Context: an optimization exercise on an open-source flow, tuned for small area, a short achievable clock period and few clock cycles per item. The choices shown serve that exercise and are no tape-out recipe. At most, simulation tests tie the RTL to the original design; equivalence was not proved.

Design word_tokenizer_fnv1a_hasher_top, start of the top module:
module word_tokenizer_fnv1a_hasher_top #(
  parameter int unsigned LENGTH_WIDTH = wtok_pkg::LENGTH_WIDTH_DEF
) (
  input  logic   clk,
  input  logic   rst,
  input  logic   byte_valid,
  output logic   byte_ready,
  input  wtok_pkg::byte_t  byte_data,
  output logic   token_valid,
  input  logic   token_ready,
  output wtok_pkg::token_t token_data
);
==> module word_tokenizer_fnv1a_hasher_top, before the edit <==
module word_tokenizer_fnv1a_hasher_top #(
  parameter int unsigned LENGTH_WIDTH = wtok_pkg::LENGTH_WIDTH_DEF
) (
  input  logic   clk,
  input  logic   rst,
  input  logic   byte_valid,
  output logic   byte_ready,
  input  wtok_pkg::byte_t  byte_data,
  output logic   token_valid,
  input  logic   token_ready,
  output wtok_pkg::token_t token_data
);
  localparam logic [1:0] C_NONE = 2'd0;
  localparam logic [1:0] C_WORD = 2'd1;
  localparam logic [1:0] C_LF   = 2'd2;
  localparam logic [1:0] C_END  = 2'd3;
  logic [1:0]  ib_cls;
  logic        ib_b7;
  logic [6:0]  xlo_r;       
  logic                    in_word;
  logic [31:0]             hash_r;
  logic [LENGTH_WIDTH-1:0] len_r;
  logic                    last_r;
  logic [1:0]  e_pre;
  logic        w_own;
  logic        e_post;
  logic        rdy_nt;
  logic        rdy_t;
  logic        e_front;
  logic        word_end;
  logic        imm_w;
  logic        take;
  logic        w_now;       
  logic        w_give;      
  logic        ok;
  logic        hash_upd;
  logic        hash_clr;
  logic        byte_xfer;
  logic        in_space;
  logic [1:0]  in_cls;
  logic [6:0]  in_low;
  logic [31:0] mix_out;
  logic [31:0] mixed;
  logic [6:0]  hlo_n;
  logic [6:0]  xlo_n;
  logic [1:0]  ib_cls_n;
  logic        in_word_n;
  logic [1:0]  e_pre_n;
  logic        w_own_n;
  logic        e_post_n;
  logic        ok_nt_n;
  logic        ok_t_n;
  assign e_front     = (e_pre != 2'd0);
  assign word_end    = in_word && ib_cls[1];
  assign imm_w       = word_end && !e_front;
  assign token_valid = e_front || w_own || imm_w;
  assign take        = token_valid && token_ready;
  assign token_data.word_hash   = e_front ? EOS_HASH : hash_r;
  assign token_data.word_length = e_front ? EOS_LENGTH : 16'(len_r);
  assign token_data.is_eos      = e_front;
  assign token_data.last        = e_front || (w_own ? last_r : ib_cls[0]);
  assign byte_ready = rdy_nt || (token_ready && rdy_t);
  assign byte_xfer  = byte_valid && byte_ready;
  wtok_room u_room (
    .cls(ib_cls), .in_word(in_word), .e_pre(e_pre), .w_own(w_own),
    .e_post(e_post), .take(take), .ok(ok)
  );
  always_comb begin
    w_now    = imm_w && token_ready;
    w_give   = take && !e_front && w_own;
    hash_upd = (ib_cls == C_WORD) && ok;
    hash_clr = w_now || w_give;
    in_space = (byte_data.data_byte == CHR_SP)  || (byte_data.data_byte == CHR_LF) ||
               (byte_data.data_byte == CHR_CR)  || (byte_data.data_byte == CHR_TAB) ||
               (byte_data.data_byte == CHR_VT)  || (byte_data.data_byte == CHR_FF) ||
               (byte_data.data_byte == CHR_NUL);
    if (byte_data.end_of_input)                 in_cls = C_END;
    else if (byte_data.data_byte == CHR_LF)     in_cls = C_LF;
    else if (in_space)                          in_cls = C_END;
    else                                        in_cls = C_WORD;
    in_low = byte_data.data_byte[6:0] ^ {7{byte_data.data_byte[7]}};
    if (byte_xfer)   ib_cls_n = in_cls;
    else if (ok)     ib_cls_n = C_NONE;
    else             ib_cls_n = ib_cls;
    e_pre_n   = e_pre;
    w_own_n   = w_own;
    e_post_n  = e_post;
    in_word_n = in_word;
    if (take && !imm_w) begin
      if (e_front) begin
        e_pre_n = e_pre - 2'd1;
      end else begin
        w_own_n  = 1'b0;
        e_pre_n  = {1'b0, e_post};
        e_post_n = 1'b0;
      end
    end
    if (ok) begin
      case (ib_cls)
        C_WORD: in_word_n = 1'b1;
        C_LF: begin
          in_word_n = 1'b0;
          if (in_word) begin
            if (w_now) begin
              e_pre_n  = e_pre_n + 2'd1;
            end else begin
              w_own_n  = 1'b1;
              e_post_n = 1'b1;
            end
          end else if (w_own_n) begin
            e_post_n = 1'b1;
          end else begin
            e_pre_n  = e_pre_n + 2'd1;
          end
        end
        C_END: begin
          in_word_n = 1'b0;
          if (in_word && !w_now) w_own_n = 1'b1;
        end
        default: ;
      endcase
    end
    mixed = mix_out ^ {32{ib_b7}};
    if (!in_word_n)      hlo_n = FNV_BASIS[6:0];
    else if (hash_upd)   hlo_n = mixed[6:0];
    else                 hlo_n = hash_r[6:0];
    xlo_n = hlo_n ^ in_low;
  end
  fnv_mul u_mul (.x({hash_r[31:7], xlo_r}), .e(ib_b7), .y(mix_out));
  wtok_room u_room_nt (
    .cls(ib_cls_n), .in_word(in_word_n), .e_pre(e_pre_n), .w_own(w_own_n),
    .e_post(e_post_n), .take(1'b0), .ok(ok_nt_n)
  );
  wtok_room u_room_t (
    .cls(ib_cls_n), .in_word(in_word_n), .e_pre(e_pre_n), .w_own(w_own_n),
    .e_post(e_post_n), .take(1'b1), .ok(ok_t_n)
  );
  always_ff @(posedge clk) begin
    if (rst) begin
      ib_cls  <= C_NONE;
      in_word <= 1'b0;
      e_pre   <= 2'd0;
      w_own   <= 1'b0;
      e_post  <= 1'b0;
      rdy_nt  <= 1'b1;
      rdy_t   <= 1'b1;
    end else begin
      ib_cls  <= ib_cls_n;
      in_word <= in_word_n;
      e_pre   <= e_pre_n;
      w_own   <= w_own_n;
      e_post  <= e_post_n;
      rdy_nt  <= (ib_cls_n == C_NONE) || ok_nt_n;
      rdy_t   <= (ib_cls_n == C_NONE) || ok_t_n;
    end
  end
  always_ff @(posedge clk) begin
    if (byte_xfer) begin
      xlo_r <= xlo_n;
      ib_b7 <= byte_data.data_byte[7];
    end
  end
  always_ff @(posedge clk) begin
    if (rst || hash_clr || hash_upd) begin
      hash_r <= (rst || hash_clr) ? FNV_BASIS : mixed;
    end
  end
  always_ff @(posedge clk) begin
    if (rst || hash_clr) begin
      len_r <= '0;
    end else if (hash_upd && len_r != '1) begin
      len_r <= len_r + LENGTH_WIDTH'(1);
    end
  end
  always_ff @(posedge clk) begin
    if (ok && word_end && !w_now) begin
      last_r <= (ib_cls == C_END);
    end
  end
endmodule
==> flow/config.mk <==
export PLATFORM = sky130hd
export DESIGN_NAME = word_tokenizer_fnv1a_hasher_top
export DESIGN_NICKNAME = word_tokenizer_fnv1a_hasher_top
export VERILOG_FILES = /design/flow/design.v
export SDC_FILE = /design/flow/constraint.sdc
export NUM_CORES = 4
export LEC_CHECK = 0
export CAP_MARGIN = 20
export CORE_MARGIN = 2
export CORE_UTILIZATION = 40
export SETUP_SLACK_MARGIN = 2.5
export SLEW_MARGIN = 20
==> flow/constraint.sdc <==
create_clock -name core_clock -period 6.5 [get_ports {clk}]
set_input_delay 1.3000 -clock core_clock [delete_from_list [all_inputs] [get_ports {clk}]]
set_output_delay 1.3000 -clock core_clock [all_outputs]
set_load 0.01 [all_outputs]
standard.sh (not shown) runs the stock make flow with config.mk's settings and CLKGATE_MAP_FILE= SYNTH_SCRIPT=/design/flow/synth_recipe.tcl, a recipe that flattens the netlist after the stock synthesis.
==> flow/flow/run.sh <==
#!/bin/bash
# Layout flow: the standard flow, with two changes between its steps.
#  1. After the standard synthesis, flow/fapol.py re-chooses the polarity of
#     each full adder cell (a full adder is self-dual) to drop the inverters
#     that Yosys's adder extraction leaves between them. Registers and all
#     other cells are untouched.
#  2. Ports are buffered with sky130_fd_sc_hd__buf_2 instead of the
#     flow's default buffer cell (every port still gets its own buffer).
# Each tool's output goes to a log file of its own in this folder.
set -euo pipefail
R=orfs/results/sky130hd/word_tokenizer_fnv1a_hasher_top/base
bash standard.sh synth > 1_standard_synth.log 2>&1
cp $R/1_2_yosys.v 1_2_yosys.standard.v
python3 flow/fapol.py 1_2_yosys.standard.v $R/1_2_yosys.v > 2_fapol.log 2>&1
touch $R/1_2_yosys.v
bash standard.sh BUFFER_PORTS_ARGS="-buffer_cell sky130_fd_sc_hd__buf_2" finish > 3_standard_finish.log 2>&1
Other scripts of this flow, unchanged in this note and not shown: flow/flow/fapol.py
Edit:
--- a/flow/design.v
+++ b/flow/design.v
@@ -225,15 +225,14 @@
     end
   end
   always_ff @(posedge clk) begin
-    if (rst || hash_clr || hash_upd) begin
-      hash_r <= (rst || hash_clr) ? FNV_BASIS : mixed;
-    end
-  end
-  always_ff @(posedge clk) begin
     if (rst || hash_clr) begin
-      len_r <= '0;
-    end else if (hash_upd && len_r != '1) begin
-      len_r <= len_r + LENGTH_WIDTH'(1);
+      hash_r <= FNV_BASIS;
+      len_r  <= '0;
+    end else if (hash_upd) begin
+      hash_r <= mixed;
+      if (len_r != '1) begin
+        len_r <= len_r + LENGTH_WIDTH'(1);
+      end
     end
   end
   always_ff @(posedge clk) begin
- wire length is lower by a few percent
- final area is lower by a few percent
- register-to-register slack improves by 140 ps
- setup slack improves by 140 ps
- hold slack degrades by 13 ps
- area after synthesis is lower by a few percent
Testbench counts after the change, summed over its fixed seeds: cycles 24,016, bytes 24,000.
For the first run of this note, only the layout was checked, not whether the RTL still works.

========
main:
Another version of the RTL of word_tokenizer_fnv1a_hasher_top (not shown whole).
For scale: roughly 680 cells after synthesis, roughly 6300 um^2 of cells after synthesis.
Design word_tokenizer_fnv1a_hasher_top, start of the top module:
module word_tokenizer_fnv1a_hasher_top #(
  parameter int unsigned LENGTH_WIDTH = wtok_pkg::LENGTH_WIDTH_DEF
) (
  input  logic   clk,
  input  logic   rst,
  input  logic   byte_valid,
  output logic   byte_ready,
  input  wtok_pkg::byte_t  byte_data,
  output logic   token_valid,
  input  logic   token_ready,
  output wtok_pkg::token_t token_data
);
==> module word_tokenizer_fnv1a_hasher_top, before the edit <==
module word_tokenizer_fnv1a_hasher_top #(
  parameter int unsigned LENGTH_WIDTH = wtok_pkg::LENGTH_WIDTH_DEF
) (
  input  logic   clk,
  input  logic   rst,
  input  logic   byte_valid,
  output logic   byte_ready,
  input  wtok_pkg::byte_t  byte_data,
  output logic   token_valid,
  input  logic   token_ready,
  output wtok_pkg::token_t token_data
);
  localparam logic [1:0] C_NONE = 2'd0;
  localparam logic [1:0] C_WORD = 2'd1;
  localparam logic [1:0] C_LF   = 2'd2;
  localparam logic [1:0] C_END  = 2'd3;
  logic [1:0]  ib_cls;
  logic        ib_b7;
  logic                    in_word;
  logic [31:0]             hash_r;
  logic [LENGTH_WIDTH-1:0] len_r;
  logic                    last_r;
  logic [1:0]  e_pre;
  logic        w_own;
  logic        e_post;
  logic        rdy_nt;
  logic        rdy_t;
  logic        e_front;
  logic        word_end;
  logic        imm_w;
  logic        take;
  logic        w_now;       
  logic        w_give;      
  logic        ok;
  logic        hash_upd;
  logic        hash_clr;
  logic        byte_xfer;
  logic        in_space;
  logic [1:0]  in_cls;
  logic [6:0]  in_low;
  logic [31:0] mix_out;
  logic [31:0] mixed;
  logic [6:0]  hlo_n;
  logic        w_next_nt;   
  logic        w_next_t;    
  logic [1:0]  ib_cls_n;
  logic        in_word_n;
  logic [1:0]  e_pre_n;
  logic        w_own_n;
  logic        e_post_n;
  logic        ok_nt_n;
  logic        ok_t_n;
  assign e_front     = (e_pre != 2'd0);
  assign word_end    = in_word && ib_cls[1];
  assign imm_w       = word_end && !e_front;
  assign token_valid = e_front || w_own || imm_w;
  assign take        = token_valid && token_ready;
  assign token_data.word_hash   = e_front ? EOS_HASH : hash_r;
  assign token_data.word_length = e_front ? EOS_LENGTH : 16'(len_r);
  assign token_data.is_eos      = e_front;
  assign token_data.last        = e_front || (w_own ? last_r : ib_cls[0]);
  assign byte_ready = rdy_nt || (token_ready && rdy_t);
  assign byte_xfer  = byte_valid && byte_ready;
  wtok_room u_room (
    .cls(ib_cls), .in_word(in_word), .e_pre(e_pre), .w_own(w_own),
    .e_post(e_post), .take(take), .ok(ok)
  );
  always_comb begin
    w_now    = imm_w && token_ready;
    w_give   = take && !e_front && w_own;
    hash_upd = (ib_cls == C_WORD) && ok;
    hash_clr = w_now || w_give;
    in_space = (byte_data.data_byte == CHR_SP)  || (byte_data.data_byte == CHR_LF) ||
               (byte_data.data_byte == CHR_CR)  || (byte_data.data_byte == CHR_TAB) ||
               (byte_data.data_byte == CHR_VT)  || (byte_data.data_byte == CHR_FF) ||
               (byte_data.data_byte == CHR_NUL);
    if (byte_data.end_of_input)                 in_cls = C_END;
    else if (byte_data.data_byte == CHR_LF)     in_cls = C_LF;
    else if (in_space)                          in_cls = C_END;
    else                                        in_cls = C_WORD;
    in_low = byte_data.data_byte[6:0] ^ {7{byte_data.data_byte[7]}};
    if (byte_xfer)   ib_cls_n = in_cls;
    else if (ok)     ib_cls_n = C_NONE;
    else             ib_cls_n = ib_cls;
    e_pre_n   = e_pre;
    w_own_n   = w_own;
    e_post_n  = e_post;
    in_word_n = in_word;
    if (take && !imm_w) begin
      if (e_front) begin
        e_pre_n = e_pre - 2'd1;
      end else begin
        w_own_n  = 1'b0;
        e_pre_n  = {1'b0, e_post};
        e_post_n = 1'b0;
      end
    end
    if (ok) begin
      case (ib_cls)
        C_WORD: in_word_n = 1'b1;
        C_LF: begin
          in_word_n = 1'b0;
          if (in_word) begin
            if (w_now) begin
              e_pre_n  = e_pre_n + 2'd1;
            end else begin
              w_own_n  = 1'b1;
              e_post_n = 1'b1;
            end
          end else if (w_own_n) begin
            e_post_n = 1'b1;
          end else begin
            e_pre_n  = e_pre_n + 2'd1;
          end
        end
        C_END: begin
          in_word_n = 1'b0;
          if (in_word && !w_now) w_own_n = 1'b1;
        end
        default: ;
      endcase
    end
    mixed = mix_out;
    if (rst || hash_clr) hlo_n = FNV_BASIS[6:0];
    else if (hash_upd)   hlo_n = mixed[6:0];
    else                 hlo_n = hash_r[6:0];
    if (byte_xfer && in_cls == C_WORD) hlo_n = hlo_n ^ in_low;
    w_next_nt = w_own_n || (in_word_n && ib_cls_n[1]);
    w_next_t  = (e_pre_n != 2'd0) && w_next_nt;
  end
  fnv_mul u_mul (.x(hash_r), .e(ib_b7), .y(mix_out));
  wtok_room u_room_nt (
    .cls(ib_cls_n), .in_word(in_word_n), .e_pre(e_pre_n), .w_own(w_own_n),
    .e_post(e_post_n), .take(1'b0), .ok(ok_nt_n)
  );
  wtok_room u_room_t (
    .cls(ib_cls_n), .in_word(in_word_n), .e_pre(e_pre_n), .w_own(w_own_n),
    .e_post(e_post_n), .take(1'b1), .ok(ok_t_n)
  );
  always_ff @(posedge clk) begin
    if (rst) begin
      ib_cls  <= C_NONE;
      in_word <= 1'b0;
      e_pre   <= 2'd0;
      w_own   <= 1'b0;
      e_post  <= 1'b0;
      rdy_nt  <= 1'b1;
      rdy_t   <= 1'b1;
    end else begin
      ib_cls  <= ib_cls_n;
      in_word <= in_word_n;
      e_pre   <= e_pre_n;
      w_own   <= w_own_n;
      e_post  <= e_post_n;
      rdy_nt  <= ((ib_cls_n == C_NONE) || ok_nt_n) && !w_next_nt;
      rdy_t   <= ((ib_cls_n == C_NONE) || ok_t_n) && !w_next_t;
    end
  end
  always_ff @(posedge clk) begin
    if (byte_xfer) begin
      ib_b7 <= byte_data.data_byte[7];
    end
  end
  always_ff @(posedge clk) begin
    if (rst || hash_clr) begin
      hash_r[31:7] <= FNV_BASIS[31:7];
      len_r        <= '0;
    end else if (hash_upd) begin
      hash_r[31:7] <= mixed[31:7];
      if (len_r != '1) begin
        len_r <= len_r + LENGTH_WIDTH'(1);
      end
    end
  end
  always_ff @(posedge clk) begin
    hash_r[6:0] <= hlo_n;
  end
  always_ff @(posedge clk) begin
    if (ok && word_end && !w_now) begin
      last_r <= (ib_cls == C_END);
    end
  end
endmodule
Settings: LEC_CHECK=0, CAP_MARGIN=20, CORE_MARGIN=2, CORE_UTILIZATION=40, CTS_BUF_LIST=sky130_fd_sc_hd__clkbuf_8, CTS_CLUSTER_SIZE=20, SETUP_SLACK_MARGIN=2.5, SLEW_MARGIN=20; clock period 6.5 ns.
==> flow/flow/run.sh <==
#!/bin/bash
# Layout flow: the standard flow, with two changes between its steps.
#  1. After the standard synthesis, flow/fapol.py re-chooses the polarity of
#     each full adder cell (a full adder is self-dual) to drop the inverters
#     that Yosys's adder extraction leaves between them, and turns an xor2
#     with one inverted input into an xnor2 (or back). Registers and all
#     other cells are untouched.
#  2. Ports are buffered with sky130_fd_sc_hd__buf_1 instead of the
#     flow's default buffer cell (every port still gets its own buffer).
# Each tool's output goes to a log file of its own in this folder.
set -euo pipefail
R=orfs/results/sky130hd/word_tokenizer_fnv1a_hasher_top/base
bash standard.sh synth > 1_standard_synth.log 2>&1
cp $R/1_2_yosys.v 1_2_yosys.standard.v
python3 flow/fapol.py 1_2_yosys.standard.v $R/1_2_yosys.v > 2_fapol.log 2>&1
touch $R/1_2_yosys.v
bash standard.sh BUFFER_PORTS_ARGS="-buffer_cell sky130_fd_sc_hd__buf_1" finish > 3_standard_finish.log 2>&1
Other scripts of this flow, unchanged in this note and not shown: flow/flow/fapol.py
Testbench counts of main, summed over its fixed seeds: cycles 24,016, bytes 24,000.
Edits applied to the flow inputs when going from main to the feature branch:
-- flow/design.v --
<<< main, line 81
  logic [1:0]  ib_cls;
  logic        ib_b7;
  logic                    in_word;
  logic [31:0]             hash_r;
>>> the feature branch, line 81
  logic [1:0]  ib_cls;
  logic        ib_b7;
  logic [6:0]  xlo_r;       
  logic                    in_word;
  logic [31:0]             hash_r;
<<< main, line 106
  logic [31:0] mixed;
  logic [6:0]  hlo_n;
  logic        w_next_nt;   
  logic        w_next_t;    
  logic [1:0]  ib_cls_n;
  logic        in_word_n;
>>> the feature branch, line 107
  logic [31:0] mixed;
  logic [6:0]  hlo_n;
  logic [6:0]  xlo_n;
  logic [1:0]  ib_cls_n;
  logic        in_word_n;
<<< main, line 186
    end
    mixed = mix_out;
    if (rst || hash_clr) hlo_n = FNV_BASIS[6:0];
    else if (hash_upd)   hlo_n = mixed[6:0];
    else                 hlo_n = hash_r[6:0];
    if (byte_xfer && in_cls == C_WORD) hlo_n = hlo_n ^ in_low;
    w_next_nt = w_own_n || (in_word_n && ib_cls_n[1]);
    w_next_t  = (e_pre_n != 2'd0) && w_next_nt;
  end
  fnv_mul u_mul (.x(hash_r), .e(ib_b7), .y(mix_out));
  wtok_room u_room_nt (
    .cls(ib_cls_n), .in_word(in_word_n), .e_pre(e_pre_n), .w_own(w_own_n),
>>> the feature branch, line 186
    end
    mixed = mix_out;
    if (!in_word_n)      hlo_n = FNV_BASIS[6:0];
    else if (hash_upd)   hlo_n = mixed[6:0];
    else                 hlo_n = hash_r[6:0];
    xlo_n = hlo_n ^ in_low;
  end
  fnv_mul u_mul (.x({hash_r[31:7], xlo_r}), .e(ib_b7), .y(mix_out));
  wtok_room u_room_nt (
    .cls(ib_cls_n), .in_word(in_word_n), .e_pre(e_pre_n), .w_own(w_own_n),
<<< main, line 217
      w_own   <= w_own_n;
      e_post  <= e_post_n;
      rdy_nt  <= ((ib_cls_n == C_NONE) || ok_nt_n) && !w_next_nt;
      rdy_t   <= ((ib_cls_n == C_NONE) || ok_t_n) && !w_next_t;
    end
  end
  always_ff @(posedge clk) begin
    if (byte_xfer) begin
      ib_b7 <= byte_data.data_byte[7];
    end
>>> the feature branch, line 215
      w_own   <= w_own_n;
      e_post  <= e_post_n;
      rdy_nt  <= (ib_cls_n == C_NONE) || ok_nt_n;
      rdy_t   <= (ib_cls_n == C_NONE) || ok_t_n;
    end
  end
  always_ff @(posedge clk) begin
    if (byte_xfer) begin
      xlo_r <= xlo_n;
      ib_b7 <= byte_data.data_byte[7];
    end
<<< main, line 228
  always_ff @(posedge clk) begin
    if (rst || hash_clr) begin
      hash_r[31:7] <= FNV_BASIS[31:7];
      len_r        <= '0;
    end else if (hash_upd) begin
      hash_r[31:7] <= mixed[31:7];
      if (len_r != '1) begin
        len_r <= len_r + LENGTH_WIDTH'(1);
      end
    end
  end
  always_ff @(posedge clk) begin
    hash_r[6:0] <= hlo_n;
  end
  always_ff @(posedge clk) begin
>>> the feature branch, line 227
  always_ff @(posedge clk) begin
    if (rst || hash_clr) begin
      hash_r <= FNV_BASIS;
      len_r  <= '0;
    end else if (hash_upd) begin
      hash_r <= mixed;
      if (len_r != '1) begin
        len_r <= len_r + LENGTH_WIDTH'(1);
      end
    end
  end
  always_ff @(posedge clk) begin
--- outcome ---
Across both runs, critical path depth was higher for the feature branch than for main.
main reports its launch point of the critical path as hash_r[16] while the feature branch reports xlo_r[5].
Taking main as the reference, in the feature branch number of tap instances up 5; area of the die grew by 170 um^2.
Summary of the comparison: wire length of the first global-routing pass is lower in the feature branch, relative to main.
The feature branch can be clocked faster than main.
Testbench counts of the feature branch, summed over its fixed seeds: cycles 24,016, bytes 24,000.

==> separate check: timing with driven ports <==
How much do the figures lean on ideal ports? The routed layouts below were timed once more, with nothing changed but the port constraints. Step 1 assumes that a clkbuf_16 drives the clock port and a buf_2 every other input. Step 2 also shifts input and output timing later by t, the mid clock arrival at the registers, as if the neighbouring blocks saw the same clock. a / b / c = no drivers / after step 1 / after step 2; a / b = the first two.
run	shift t [ns]	setup WS [ns]	clock arrival spread, ns	worst register clock-pin slew, ns	worst data-port slew with drivers (ns)
the first run of note 1	0.389	2.480 / 2.480 / 2.480	0.009 / 0.009	0.06 / 0.06	0.03
the second run of note 1	0.386	2.618 / 2.618 / 2.618	0.011 / 0.010	0.06 / 0.06	0.03
main	0.381	2.607 / 2.607 / 2.556	0.017 / 0.017	0.08 / 0.08	0.03
the feature branch	0.397	2.624 / 2.624 / 2.577	0.011 / 0.011	0.08 / 0.08	0.04
After both steps setup and hold are still met in every run listed. For main, which loses most, drivers alone change the setup slack by 0.000 ns; drivers and shift together by -0.051 ns.
